This is an optimization exercise on Yosys and OpenROAD, whose aim is small area, a short achievable clock period and few clock cycles per item, not a production implementation.
Function was checked by simulation only, so behaviour that the tests miss may differ from the original.
Power is estimated from default activity; no workload was simulated.

## v33
// axf_top
module axf_top (
        input  logic        clk,
        input  logic        rst_n,
        input  logic [5:0]  address_i,
        input  logic [31:0] data_in_i,
        input  logic [1:0]  data_write_n_i,
        output logic [31:0] data_out_o
);
        logic [15:0] a, b, d, e, tx, ty, x, y;
        logic [2:0]  ctrl;
        logic [7:0]  set;
        logic [7:0]  wr_sel;
        logic [15:0] wr_val;
        logic        start;
        logic        busy;
        logic [15:0] res_x, res_y;
        axf_regfile regfile_inst (
                .clk            (clk),
                .rst_n          (rst_n),
                .address_i      (address_i),
                .data_in_i      (data_in_i),
                .data_write_n_i (data_write_n_i),
                .a_o (a), .b_o (b), .d_o (d), .e_o (e),
                .tx_o (tx), .ty_o (ty), .x_o (x), .y_o (y),
                .set_o          (set),
                .ctrl_o         (ctrl),
                .wr_sel_o       (wr_sel),
                .wr_val_o       (wr_val),
                .start_o        (start)
        );
        axf_engine engine_inst (
                .clk            (clk),
                .rst_n          (rst_n),
                .start_i        (start),
                .wr_sel_i       (wr_sel),
                .wr_val_i       (wr_val),
                .a_i (a), .b_i (b), .d_i (d), .e_i (e),
                .tx_i (tx), .ty_i (ty), .x_i (x), .y_i (y),
                .set_i          (set),
                .busy_o         (busy),
                .res_x_o        (res_x),
                .res_y_o        (res_y)
        );
        axf_readback readback_inst (
                .clk            (clk),
  ...
Size in the first run: roughly 1300 cells after synthesis, about 250 flip-flops, about 74 I/O pins, roughly 16000 µm² of cells after synthesis.
Settings: LEC_CHECK=0, CAP_MARGIN=20, CORE_MARGIN=2, CORE_UTILIZATION=30, SETUP_SLACK_MARGIN=4.8, SLEW_MARGIN=20; clock period 10.0 ns.
run.sh (not shown) runs the stock make flow with config.mk's settings and CLKGATE_MAP_FILE= SYNTH_SCRIPT=/design/flow/synth_recipe.tcl, a recipe that flattens the netlist after the stock synthesis.
Testbench counts of v33, summed over its fixed seeds: cycles 9,504, transforms 1,152.
Here is what was changed in the inputs of v30 compared with v33.
# v33
export LEC_CHECK = 0
export CAP_MARGIN = 20
export CORE_MARGIN = 2
export CORE_UTILIZATION = 30
export SETUP_SLACK_MARGIN = 4.8
export SLEW_MARGIN = 20
create_clock -name core_clock -period 10.0 [get_ports {clk}]
# v30
export LEC_CHECK = 0
export CAP_MARGIN = 5
export CORE_MARGIN = 2
export CORE_UTILIZATION = 30
export CTS_BUF_LIST = sky130_fd_sc_hd__clkbuf_16
export CTS_CLUSTER_DIAMETER = 80
export CTS_CLUSTER_SIZE = 24
export SETUP_SLACK_MARGIN = 4.5
export SLEW_MARGIN = 5
create_clock -name core_clock -period 10.0 [get_ports {clk}]
--- outcome ---
Cmp v30 vs v33: hold slack higher in v30
In v30, the required time of the critical path came out 2.30 ns below the value in v33.
v30 drops fewer vias than v33.
Going from v33 to v30, maximum clock rate shrank slightly.
v30 did not stop at any stage, and its layout met the timing, design-rule and antenna checks.
In the metrics for v33 and v30, the one carrying the lower non-filler instance count after layout is v30.
Diff v33 -> v30: part of the cycle the worst path needs moved up, sequential share of cell area +1.9 points, source-to-sink clock delay at the later pin of the worst-skew pair now smaller.
Relative to v30, the following input files were edited for v26:
# v30
export LEC_CHECK = 0
export CAP_MARGIN = 5
export CORE_MARGIN = 2
export CORE_UTILIZATION = 30
export CTS_BUF_LIST = sky130_fd_sc_hd__clkbuf_16
export CTS_CLUSTER_DIAMETER = 80
export CTS_CLUSTER_SIZE = 24
export SETUP_SLACK_MARGIN = 4.5
export SLEW_MARGIN = 5
create_clock -name core_clock -period 10.0 [get_ports {clk}]
# v26
export LEC_CHECK = 0
export CAP_MARGIN = 20
export CORE_MARGIN = 2
export CORE_UTILIZATION = 45
export CTS_BUF_LIST = sky130_fd_sc_hd__clkbuf_16
export CTS_CLUSTER_DIAMETER = 80
export CTS_CLUSTER_SIZE = 24
export SETUP_SLACK_MARGIN = 4.5
export SLEW_MARGIN = 20
create_clock -name core_clock -period 10.0 [get_ports {clk}]
v26 reached the final stage; the timing, design-rule and antenna checks on its layout passed.
STATUS cell area: v26 wins against v30
Fraction of met2 tracks used by global routing up 13 points in v26 wrt v30
[v26] area after detailed placement fell about 1.3% relative to v30
Power after layout: v26 vs v30 up 5.3%

Another version of the RTL of axf_top (not shown whole).
Size in the first run: ~1,300 cells after synthesis, ~250 flip-flops.
// axf_top
module axf_top (
        input  logic        clk,
        input  logic        rst_n,
        input  logic [5:0]  address_i,
        input  logic [31:0] data_in_i,
        input  logic [1:0]  data_write_n_i,
        output logic [31:0] data_out_o
);
Settings: LEC_CHECK=0, CAP_MARGIN=20, CORE_MARGIN=2, CORE_UTILIZATION=30, SETUP_SLACK_MARGIN=5.0, SLEW_MARGIN=20; clock period 10.0 ns.
Testbench counts at the start, summed over its fixed seeds: cycles 9,504, transforms 1,152.
Rerun with:
CORE_UTILIZATION = 50   (was 30)
SETUP_SLACK_MARGIN = 4.5   (was 5.0)
After rerunning: Setup slack is worse by 0.18 ns. Via count went down by a few percent. Design area went down by a little under a tenth. Non-clock buffer count went down by 45. Critical path depth is unchanged. Register-to-register slack is worse by 0.10 ns. Routed wire length went down by a few percent. Power went down by a few percent. Die area went down by well over a third. Global-route usage went up by 8.7 points. Core utilization went up by 21 points.

axf_top with an RTL version that a note above also has.
For scale: about 1300 cells after synthesis, about 250 flip-flops, ~16000 sq um of cells after synthesis.
clock: 10.0 ns
lec_check: 0
cap_margin: 20
core_margin: 2
core_utilization: 30
setup_slack_margin: 4.5
slew_margin: 20
Testbench counts at the start, summed over its fixed seeds: cycles 9,504, transforms 1,152.
==> next run, changes <==
--- a/flow/config.mk
+++ b/flow/config.mk
@@ -9,3 +9,6 @@
 export CORE_MARGIN = 2
-export CORE_UTILIZATION = 30
+export CORE_UTILIZATION = 20
+export CTS_BUF_LIST = sky130_fd_sc_hd__clkbuf_16
+export CTS_CLUSTER_DIAMETER = 80
+export CTS_CLUSTER_SIZE = 24
 export SETUP_SLACK_MARGIN = 4.5
Result: The new run completed without violations. Core utilization falls by 12 points. Die area rises by 49%. Routed wire length grows by 2.2%. Total power increases by 1.9%. Design area rose by 0.57%.
==> next run, changes <==
--- a/flow/config.mk
+++ b/flow/config.mk
@@ -9,6 +9,4 @@
 export CORE_MARGIN = 2
-export CORE_UTILIZATION = 20
-export CTS_BUF_LIST = sky130_fd_sc_hd__clkbuf_16
-export CTS_CLUSTER_DIAMETER = 80
-export CTS_CLUSTER_SIZE = 24
+export CORE_UTILIZATION = 30
+export CTS_BUF_LIST = sky130_fd_sc_hd__clkbuf_4 sky130_fd_sc_hd__clkbuf_8
 export SETUP_SLACK_MARGIN = 4.5
The changed run produced a clean layout.
Via count goes up by 0.38%.
Worst setup slack loses 0.026 ns.
Clock skew went down by 0.0095 ns.
Final area decreases by 0.96%.
Power went up by 2.5%.
Wire length is lower by 0.52%.
Sequential share of layout area increases by 0.43 points.
Non-clock buffer count fell by 11.
==> next run, changes <==
--- a/flow/config.mk
+++ b/flow/config.mk
@@ -10,3 +10,5 @@
 export CORE_UTILIZATION = 30
-export CTS_BUF_LIST = sky130_fd_sc_hd__clkbuf_4 sky130_fd_sc_hd__clkbuf_8
+export CTS_BUF_LIST = sky130_fd_sc_hd__clkbuf_16
+export CTS_CLUSTER_DIAMETER = 80
+export CTS_CLUSTER_SIZE = 24
 export SETUP_SLACK_MARGIN = 4.5
What happened:
- total power falls by 7.8%
- cell area decreases by 2.1%
- routed wire length drops by 2.6%
- flip-flop and latch count is unchanged
- worst setup slack gains 0.021 ns
- hold slack gets better by 0.014 ns
- cell count is lower by 2.6%
- core utilization fell by 0.76 points
- clock skew grows by 0.018 ns
- count of clock-buffer cells in the layout fell by 47
==> next run, changes <==
--- a/flow/config.mk
+++ b/flow/config.mk
@@ -13,3 +13,3 @@
 export CTS_CLUSTER_SIZE = 24
-export SETUP_SLACK_MARGIN = 4.5
+export SETUP_SLACK_MARGIN = 4.2
 export SLEW_MARGIN = 20
After rerunning:
- first-iteration DRC count increases by about 14%
- area after synthesis does not change
- fmax decreases by about 4%
- hold slack loses 0.0058 ns

Setup of job 6400:
axf_top again, from the RTL that the note above started with.
==> flow/config.mk <==
export PLATFORM = sky130hd
export DESIGN_NAME = axf_top
export DESIGN_NICKNAME = axf_top
export VERILOG_FILES = /design/flow/design.v
export SDC_FILE = /design/flow/constraint.sdc
export NUM_CORES = 4
export LEC_CHECK = 0
export CAP_MARGIN = 20
export CORE_MARGIN = 2
export CORE_UTILIZATION = 30
export CTS_BUF_LIST = sky130_fd_sc_hd__clkbuf_8
export CTS_CLUSTER_DIAMETER = 50
export CTS_CLUSTER_SIZE = 16
export SETUP_SLACK_MARGIN = 4.5
export SLEW_MARGIN = 20
==> flow/constraint.sdc <==
create_clock -name core_clock -period 10.0 [get_ports {clk}]
set_input_delay 2.0000 -clock core_clock [delete_from_list [all_inputs] [get_ports {clk}]]
set_output_delay 2.0000 -clock core_clock [all_outputs]
set_load 0.01 [all_outputs]
Job 6400 ended with every stage complete and zero timing, DRC or antenna violations.
Testbench counts of job 6400, summed over its fixed seeds: cycles 9,504, transforms 1,152.
#### Input delta (job 2746 over job 6400)
Settings: CTS_CLUSTER_SIZE: 16 -> 32; CTS_BUF_LIST: sky130_fd_sc_hd__clkbuf_8 -> sky130_fd_sc_hd__clkbuf_16; CTS_CLUSTER_DIAMETER: 50 -> 100.
==> notes.md <==
From job 6400 to job 2746 the numbers moved as follows: hold slack up 0.0085 ns, smallest setup slack after layout down 0.020 ns. Job 6400 has lower sequential cell area share than job 2746. Job 2746 vs. job 6400: met2 layer wire length in the routed design flat, total power moved down, static leakage shrank by 0.096 nW.
The following lists how job 3183 was set up differently from job 2746:
Settings: changing SETUP_SLACK_MARGIN from 4.5 to 4.65; changing CTS_CLUSTER_DIAMETER from 100 to 80; changing CTS_CLUSTER_SIZE from 32 to 24.
Findings:
- For max capacitance violation total, job 2746 and job 3183 come out practically identical.
- Compared with job 2746, maximum clock frequency in job 3183 increased slightly.
- The area overhead of the layout relative to synthesis reported for job 3183 is greater than that of job 2746 by 2.6 points.
- Diff job 2746 -> job 3183 | total leakage power | increase of 0.23 nW
- In the reports for job 2746 and job 3183, the larger switching power share of the total belongs to job 2746.

[static timing again, ports no longer ideal]
In the flow no input, the clock included, has a driving cell. The finished layouts below were timed again as built, in two steps.
Step 1: set_driving_cell puts a clkbuf_16 on clk and a buf_2 on each other input, an assumption about the parent block.
Step 2 times the ports against the registers' clock, not the clock port: input delays grow and output delays shrink by t, the midpoint of the rising clock arrivals with the driver on.
Three values: ideal ports, drivers, drivers and shift; two values: the first two.
run | t, ns | setup WS [ns] | worst setup path at the end | cell pins on the clock port's net
v33 | 0.573 | 4.599 / 4.572 / 4.572 | input to output | 1
v30 | 0.539 | 4.508 / 4.479 / 4.231 | input to register | 1
v26 | 0.524 | 4.478 / 4.455 / 4.357 | input to register | 1
the first run of note 2 | 0.575 | 4.666 / 4.628 / 4.628 | input to output | 1
the second run of note 2 | 0.553 | 4.483 / 4.461 / 4.415 | input to register | 1
the first run of note 3 | 0.579 | 4.545 / 4.526 / 4.277 | input to register | 1
the second run of note 3 | 0.546 | 4.548 / 4.517 / 4.517 | input to output | 1
the third run of note 3 | 0.582 | 4.523 / 4.504 / 4.308 | input to register | 1
the fourth run of note 3 | 0.536 | 4.544 / 4.523 / 4.332 | input to register | 1
the fifth run of note 3 | 0.530 | 4.316 / 4.292 / 4.292 | input to output | 1
job 6400 | 0.593 | 4.537 / 4.517 / 4.345 | input to register | 1
job 2746 | 0.539 | 4.517 / 4.497 / 4.336 | input to register | 1
job 3183 | 0.534 | 4.606 / 4.553 / 4.553 | input to output | 1
After both steps setup and hold are still met in every run listed. The setup slack of v30, which loses most, moves by -0.029 ns with the drivers and by -0.277 ns with both steps.
